Source: an optimization exercise on an open RTL-to-GDS flow (aim: small area, a short achievable clock period and few clock cycles per item). Production flows keep margins and buffers that such runs may drop.
In this exercise RTL edits were held to simulation tests only and were not proved equivalent to the original.

--- design/flow/config.mk ---
export PLATFORM = sky130hd
export DESIGN_NAME = rational_arith_reduce_top
export DESIGN_NICKNAME = rational_arith_reduce_top
export VERILOG_FILES = /design/flow/design.v
export SDC_FILE = /design/flow/constraint.sdc
export NUM_CORES = 4
export LEC_CHECK = 0
export CAP_MARGIN = 20
export CORE_MARGIN = 2
export CORE_UTILIZATION = 40
export SETUP_SLACK_MARGIN = 0.2
export SLEW_MARGIN = 20
--- design/flow/constraint.sdc ---
create_clock -name core_clock -period 11.0 [get_ports {clk}]
set_input_delay 2.2000 -clock core_clock [delete_from_list [all_inputs] [get_ports {clk}]]
set_output_delay 2.2000 -clock core_clock [all_outputs]
set_load 0.01 [all_outputs]
--- design/flow/design.v ---
`default_nettype none
module rar_gcd #(
  parameter int WIDTH = 62
) (
  input  logic             clk,
  input  logic             rst,
  input  logic             start,
  input  logic [WIDTH-1:0] x,
  input  logic [WIDTH-1:0] y,
  output logic             done,
  output logic [WIDTH-1:0] result
);
  localparam int KW = (WIDTH > 1) ? $clog2(WIDTH) : 1;
  typedef enum logic [1:0] {G_IDLE, G_RUN, G_RESTORE} gcd_state_t;
  gcd_state_t       state;
  logic [WIDTH-1:0] u;
  logic [WIDTH-1:0] v;
  logic [KW-1:0]    k;
  logic [WIDTH:0]   diff_uv;
  logic [WIDTH:0]   diff_vu;
  assign diff_uv = {1'b0, u} - {1'b0, v};
  assign diff_vu = {1'b0, v} - {1'b0, u};
  assign result  = v;
  always_ff @(posedge clk) begin
    if (rst) begin
      state <= G_IDLE;
      done  <= 1'b0;
    end else begin
      done <= 1'b0;
      case (state)
        G_IDLE: begin
          if (start) begin
            u     <= x;
            v     <= y;
            k     <= '0;
            state <= G_RUN;
          end
        end
        G_RUN: begin
          if (u == '0) begin
            state <= G_RESTORE;
          end else if (!u[0] && !v[0]) begin
            u <= u >> 1;
            v <= v >> 1;
            k <= k + 1'b1;
          end else if (!u[0]) begin
            u <= u >> 1;
          end else if (!v[0]) begin
            v <= v >> 1;
          end else if (!diff_uv[WIDTH]) begin
            u <= {1'b0, diff_uv[WIDTH-1:1]};
          end else begin
            v <= {1'b0, diff_vu[WIDTH-1:1]};
          end
        end
        G_RESTORE: begin
          if (k == '0) begin
            done  <= 1'b1;
            state <= G_IDLE;
          end else begin
            v <= v << 1;
            k <= k - 1'b1;
          end
        end
        default: state <= G_IDLE;
      endcase
    end
  end
endmodule
`default_nettype wire
`default_nettype none
module rar_divider #(
  parameter int WIDTH = 62
) (
  input  logic             clk,
  input  logic             rst,
  input  logic             start,
  input  logic [WIDTH-1:0] dividend,
  input  logic [WIDTH-1:0] divisor,
  output logic             done,
  output logic [WIDTH-1:0] quotient,
  output logic [WIDTH-1:0] remainder
);
  localparam int CW = (WIDTH > 1) ? $clog2(WIDTH) : 1;
  logic             busy;
  logic [CW-1:0]    count;
  logic [WIDTH-1:0] dvs;
  logic [WIDTH:0]   trial;
  logic [WIDTH:0]   diff;
  assign trial = {remainder, quotient[WIDTH-1]};
  assign diff  = trial - {1'b0, dvs};
  always_ff @(posedge clk) begin
    if (rst) begin
      busy <= 1'b0;
      done <= 1'b0;
    end else begin
      done <= 1'b0;
      if (start) begin
        busy      <= 1'b1;
        count     <= CW'(WIDTH - 1);
        quotient  <= dividend;
        remainder <= '0;
        dvs       <= divisor;
      end else if (busy) begin
        if (diff[WIDTH]) begin
          remainder <= trial[WIDTH-1:0];
        end else begin
          remainder <= diff[WIDTH-1:0];
        end
        quotient <= {quotient[WIDTH-2:0], ~diff[WIDTH]};
        if (count == '0) begin
          busy <= 1'b0;
          done <= 1'b1;
        end else begin
          count <= count - 1'b1;
        end
      end
    end
  end
endmodule
`default_nettype wire
`default_nettype none
module rational_arith_reduce_top #(
  parameter int OPERAND_BITS = 31
) (
  input  logic        clk,
  input  logic        rst,
  input  logic        req_valid,
  output logic        req_ready,
  input  logic [2:0]  req_kind,
  input  logic [30:0] req_num_a,
  input  logic [30:0] req_den_a,
  input  logic [30:0] req_num_b,
  input  logic [30:0] req_den_b,
  output logic        res_valid,
  input  logic        res_ready,
  output logic        res_divide_by_zero,
  output logic        res_negative,
  output logic [61:0] res_whole_part,
  output logic [61:0] res_frac_numerator,
  output logic [61:0] res_frac_denominator
);
  localparam int KIND_BITS = 3;
  localparam int OUT_BITS  = 62;
  localparam logic [KIND_BITS-1:0] KIND_ADD    = 3'd0;
  localparam logic [KIND_BITS-1:0] KIND_SUB    = 3'd1;
  localparam logic [KIND_BITS-1:0] KIND_MUL    = 3'd2;
  localparam logic [KIND_BITS-1:0] KIND_DIV    = 3'd3;
  localparam logic [KIND_BITS-1:0] KIND_REDUCE = 3'd4;
  localparam int W  = OPERAND_BITS;
  localparam int PW = 2 * OPERAND_BITS;
  localparam int NW = PW + 1;
  typedef enum logic [2:0] {
    S_IDLE, S_MUL, S_COMB, S_MAG, S_GCD, S_DIV_N, S_DIV_D, S_DIV_W
  } state_t;
  state_t               state;
  logic                 done_pend;
  logic [1:0]           step;
  logic [KIND_BITS-1:0] op_kind;
  logic signed [W-1:0]  op_a;
  logic signed [W-1:0]  op_da;
  logic signed [W-1:0]  op_b;
  logic signed [W-1:0]  op_db;
  logic signed [W-1:0]  mul_x;
  logic signed [W-1:0]  mul_y;
  logic signed [PW-1:0] product;
  logic signed [PW-1:0] p_nx;
  logic signed [PW-1:0] p_ny;
  logic signed [PW-1:0] p_d;
  logic signed [NW-1:0] n_next;
  logic signed [PW-1:0] d_next;
  logic signed [NW-1:0] n_val;
  logic signed [PW-1:0] d_val;
  logic [NW-1:0]        n_abs;
  logic [PW-1:0]        d_abs;
  logic [PW-1:0]        mag_n;
  logic [PW-1:0]        mag_d;
  logic [PW-1:0]        whole;
  logic [PW-1:0]        rem;
  logic                 res_dbz;
  logic                 res_neg;
  logic                 gcd_start;
  logic                 gcd_done;
  logic [PW-1:0]        gcd_val;
  logic                 div_start;
  logic                 div_done;
  logic [PW-1:0]        div_x;
  logic [PW-1:0]        div_y;
  logic [PW-1:0]        div_q;
  logic [PW-1:0]        div_r;
  assign req_ready = (state == S_IDLE) && !done_pend;
  always_comb begin
    case (step)
      2'd0: begin
        mul_x = op_a;
        mul_y = (op_kind == KIND_MUL) ? op_b : op_db;
      end
      2'd1: begin
        mul_x = op_b;
        mul_y = op_da;
      end
      default: begin
        mul_x = op_da;
        mul_y = (op_kind == KIND_DIV) ? op_b : op_db;
      end
    endcase
  end
  assign product = mul_x * mul_y;
  always_comb begin
    case (op_kind)
      KIND_ADD: begin
        n_next = NW'(p_nx) + NW'(p_ny);
        d_next = p_d;
      end
      KIND_SUB: begin
        n_next = NW'(p_nx) - NW'(p_ny);
        d_next = p_d;
      end
      KIND_MUL, KIND_DIV: begin
        n_next = NW'(p_nx);
        d_next = p_d;
      end
      default: begin
        n_next = NW'(op_a);
        d_next = PW'(op_da);
      end
    endcase
  end
  assign n_abs = n_val[NW-1] ? -n_val : n_val;
  assign d_abs = d_val[PW-1] ? -d_val : d_val;
  rar_gcd #(.WIDTH(PW)) u_gcd (
    .clk    (clk),
    .rst    (rst),
    .start  (gcd_start),
    .x      (mag_n),
    .y      (mag_d),
    .done   (gcd_done),
    .result (gcd_val)
  );
  rar_divider #(.WIDTH(PW)) u_div (
    .clk       (clk),
    .rst       (rst),
    .start     (div_start),
    .dividend  (div_x),
    .divisor   (div_y),
    .done      (div_done),
    .quotient  (div_q),
    .remainder (div_r)
  );
  always_ff @(posedge clk) begin
    if (rst) begin
      state     <= S_IDLE;
      done_pend <= 1'b0;
      gcd_start <= 1'b0;
      div_start <= 1'b0;
      res_valid <= 1'b0;
    end else begin
      gcd_start <= 1'b0;
      div_start <= 1'b0;
      if (res_valid && res_ready) begin
        res_valid <= 1'b0;
      end
      if (done_pend && (!res_valid || res_ready)) begin
        res_valid            <= 1'b1;
        res_divide_by_zero   <= res_dbz;
        res_negative         <= res_neg;
        res_whole_part       <= OUT_BITS'(whole);
        res_frac_numerator   <= OUT_BITS'(rem);
        res_frac_denominator <= OUT_BITS'(mag_d);
        done_pend            <= 1'b0;
      end
      case (state)
        S_IDLE: begin
          if (req_valid && !done_pend) begin
            op_kind <= req_kind;
            op_a    <= req_num_a[W-1:0];
            op_da   <= req_den_a[W-1:0];
            op_b    <= req_num_b[W-1:0];
            op_db   <= req_den_b[W-1:0];
            step    <= 2'd0;
            state   <= S_MUL;
          end
        end
        S_MUL: begin
          case (step)
            2'd0:    p_nx <= product;
            2'd1:    p_ny <= product;
            default: p_d  <= product;
          endcase
          if (step == 2'd2) begin
            state <= S_COMB;
          end else begin
            step <= step + 2'd1;
          end
        end
        S_COMB: begin
          n_val <= n_next;
          d_val <= d_next;
          if (d_next == '0) begin
            res_dbz   <= 1'b1;
            res_neg   <= 1'b0;
            whole     <= '0;
            rem       <= '0;
            mag_d     <= '0;
            done_pend <= 1'b1;
            state     <= S_IDLE;
          end else begin
            res_dbz <= 1'b0;
            state   <= S_MAG;
          end
        end
        S_MAG: begin
          mag_n     <= n_abs[PW-1:0];
          mag_d     <= d_abs;
          res_neg   <= (n_val != '0) && (n_val[NW-1] != d_val[PW-1]);
          gcd_start <= 1'b1;
          state     <= S_GCD;
        end
        S_GCD: begin
          if (gcd_done) begin
            div_x     <= mag_n;
            div_y     <= gcd_val;
            div_start <= 1'b1;
            state     <= S_DIV_N;
          end
        end
        S_DIV_N: begin
          if (div_done) begin
            mag_n     <= div_q;
            div_x     <= mag_d;
            div_start <= 1'b1;
            state     <= S_DIV_D;
          end
        end
        S_DIV_D: begin
          if (div_done) begin
            mag_d     <= div_q;
            div_x     <= mag_n;
            div_y     <= div_q;
            div_start <= 1'b1;
            state     <= S_DIV_W;
          end
        end
        S_DIV_W: begin
          if (div_done) begin
            whole     <= div_q;
            rem       <= div_r;
            done_pend <= 1'b1;
            state     <= S_IDLE;
          end
        end
        default: state <= S_IDLE;
      endcase
    end
  end
endmodule
`default_nettype wire
--- design/flow/run.sh ---
#!/bin/bash
# synth_recipe.tcl (not shown) runs the flow's synth.tcl, then flattens the netlist and writes it again
# the make line also repeats each setting of config.mk as NAME=value (left out here)
make -C /OpenROAD-flow-scripts/flow DESIGN_CONFIG=/design/flow/config.mk WORK_HOME=/design/flow/orfs CLKGATE_MAP_FILE= SYNTH_SCRIPT=/design/flow/synth_recipe.tcl finish
==> summary.txt <==
[layout by cell type (no fill, tap or decap), drive strengths merged, types with 36 or more instances in the layout]
cell,synthesis,routed
mux2i,138,138
fa,1023,1023
a21o,189,189
nor2b,50,50
a31oi,40,40
mux2,109,109
o21a,95,95
nand4,62,62
o31ai,65,65
clkbuf,462,181
clkinv,1,66
ha,443,443
nand3,96,96
xnor2,233,233
nor4,50,50
nand2,1131,1131
nor3,73,73
nand2b,63,63
inv,1372,1385
or3,47,47
a211oi,57,57
o21ai,540,540
buf,50,326
a21oi,606,606
xor2,247,247
or4,36,36
edfxtp,1324,1324
o21bai,58,58
clkdlybuf4s50,0,319
nor2,838,839
and2,159,159
o221ai,62,62
[synth_stat cells (all sizes together), types with 95 or more instances]
cell    count  area [µm²]
xor2      247        2160
o21a       95         713
and2      159         995
o21ai     540        2710
a21oi     606        3030
inv      1372        5150
nand3      96         485
fa       1023       20500
edfxtp   1324       39800
nor2      838        3150
clkbuf    462        1730
a21o      189        1420
mux2i     138        1380
mux2      109        1230
nand2    1131        4250
xnor2     233        2040
ha        443        5540
[final cells by class]
cell class | count | area share (%)
diodes | 12 | 0.0254
clock buffers | 181 | 3.36
clock inverters | 102 | 1.08
inverters | 1373 | 4.36
multi-input cells | 6880 | 48.7
flip-flops and latches | 1336 | 33.9
well taps | 3402 | 3.60
repair buffers | 645 | 4.97
[worst max-delay path: cells and delay by family, from the launching register on]
family          cells  cell delay, ns
fa+ha+maj          10            4.52
compound gates     11            2.76
buf+inv            12            1.59
flops               1            0.47
simple gates        3            0.44
xor+xnor            1            0.19
[per-stage QoR]
stage                     std cells  area [µm²]
after floorplan               10100      104000
after global placement        13631      113000
after detailed placement      13632      113000
after CTS                     13915      118000
after global routing          13920      118000
final                         13931      118000
[worst paths after layout]
check,endpoint,cells past startpoint
worst min register to register,u_div.dvs[42],0
worst max-delay path,p_d[58],37
worst min-delay path,u_div.dvs[42],0
worst max register to register,p_d[58],37
[kinds of logic (layout without fill, tap and decap cells)]
| kind of cell | Yosys count | in the layout | synth area share [%] |
|---|---|---|---|
| mux | 247 | 247 | 2.50 |
| buf+inv | 1885 | 2301 | 6.79 |
| other cells | 0 | 12 | 0 |
| fa+ha+maj | 1466 | 1466 | 25.0 |
| simple gates | 2704 | 2705 | 11.5 |
| flops | 1336 | 1336 | 38.4 |
| xor+xnor | 480 | 480 | 4.03 |
| compound gates | 1982 | 1982 | 11.8 |
[registers in the layout (all words and copies together) (netlist names), 31 cells and up]
signal,count
d_val,62
div_x,62
div_y,62
mag_d,62
mag_n,62
n_val,63
op_a,31
op_b,31
op_da,31
op_db,31
p_d,62
p_nx,62
p_ny,62
rem,62
res_frac_denominator,62
res_frac_numerator,62
res_whole_part,62
u_div.dvs,62
u_div.quotient,62
u_div.remainder,62
u_gcd.u,62
u_gcd.v,62
whole,62
[routing by layer]
metal	track usage (%)	vias up	share of wire [%]
met4	17.3	12	6.8
met5	0	-	0.023
met3	4.26	863	5.4
li1	-	34558	-
met1	36.1	39986	38
met2	53.7	3126	50
[timing repair]
action,in CTS,in global routing
setup buffers,0,3
pin swaps,0,2
setup endpoints to repair,18,30
cloned,0,1
gates resized for setup,1,8
==> flow_metrics.py <==
metrics = {
    "clock_network": {
        "root_buffer": "clkbuf_16",
        "tritoncts": "built",
        "clk_pin_slew_ns": 0.08,
        "cts_made_buffers": 154,
        "cts_hold_buf": 0,
        "clock-sinks": 1336,
        "clockBufferDepth": 3,
        "htree_levels": 4,
        "insertion_delay_ns": 0.85,
    },
    "final_layout": {
        "syn_to_final_growth_pct": 13.3,
        "seqCellArea_um2": 40000,
        "layout-drive-gt1-share_pct": 7.63,
        "multi_input_area_um2": 57600,
        "fin_nets": 11987,
        "finish.utilization_pct": 45.5,
        "nFillCells": 24323,
    },
    "critical_path": {
        "crit_slowest_cell": "fa_1",
        "crit_start": "step[0]",
        "cp.arrival_ns": 10.90,
        "slowest_delay_ns": 0.54,
        "critPathLaunchType": "register",
        "rrSetupSlack_ns": 0.61,
        "criticalPathCategory": "reg2reg",
        "crit_top_cell": "fa_1",
        "required_ns": 11.51,
        "path_max_fanout": 28,
        "rr_startpoint": "step[0]",
        "critPathCaptureType": "register",
    },
    "worst_hold_path": {
        "min_from": "div_y[42]",
        "hold_path.class": "reg2reg",
    },
    "grt": {
        "grt_antenna_before_repair": 36,
        "grt_pass1_wl_mm": 582,
        "first_global_vias": 80776,
        "grt_usage_pct": 30.7,
        "grt_max_degree": 131,
        "grt_overflow": 0,
    },
    "status": {
        "status": "complete, no violations",
    },
    "run": {
        "cap_violations": 0,
    },
    "place": {
        "hpwl_mm": 332,
        "port-buffer-count": 320,
        "gp_congestion": 1.03,
        "place_ws_ns": 0.119,
    },
    "yosys": {
        "syn_inst": 10100,
        "synth-edff-count": 1324,
        "synth-seq-cells": 1336,
        "synth-main-ff-cell": "edfxtp_1",
        "syn_area_um2": 104000,
        "yosysWarnings": 3,
        "ys_async_sr_fraction_pct": 0,
        "ys_types": 88,
        "ys_seq_area_share_pct": 38.4,
        "synth_nets": 11697,
        "syn_area_per_cell_um2": 10.3,
    },
    "sta": {
        "slew_violations": 0,
        "setup_slack_ns": 0.613,
        "final_hold_viol_count": 0,
        "relSlewSlack_pct": 15.2,
        "min_period_ns": 10.39,
        "holdWs_ns": 0.365,
        "setup_tns_ns": 0,
        "worst_pin_slew_ns": 1.27,
        "setup_viol": 0,
        "fmax_mhz": 96.3,
        "rsz0062_at_grt": "false",
        "fin_skew_ns": 0.0803,
        "period_share_pct": 94.4,
    },
    "route": {
        "num_vias": 78545,
        "drc_errors": 0,
        "wire_per_inst_um": 29.4,
        "viasPerCell": 5.64,
        "initialDrtViolationCount": 6977,
        "drt-pass1-iter-count": 6,
        "wl_mm": 410,
        "ant_nets": 0,
    },
    "floorplanning": {
        "core_um2": 259000,
        "io_pins": 321,
        "rows": 187,
        "die_w_um": 514,
        "die_h_um": 514,
        "initial_utilization_pct": 40.2,
        "die_area_um2": 265000,
    },
}
Testbench counts, summed over its fixed seeds: cycles 89,509, items 384.

static timing again, ports no longer ideal:
No port has a modelled driver above. Below, the same layout with a new extraction and two added sets of constraints.
Step 1, drivers: a clkbuf_16 drives clk and a buf_2 each remaining input, both assumed.
Step 2 also shifts input and output timing later by t, the mid clock arrival at the registers, as if the neighbouring blocks saw the same clock.
a / b / c = ideal / step 1 / step 2; a / b = the first two.
shift t [ns]: 0.911
slack for setup (ns): 0.613 / 0.613 / 0.613
slew at the worst register clock pin (ns): 0.09 / 0.09
worst data-port slew with drivers (ns): 0.05
pins driven straight from the clock port: 1
After both steps setup and hold are still met in this run. For this run, drivers alone change the setup slack by 0.000 ns; drivers and shift together by 0.000 ns.
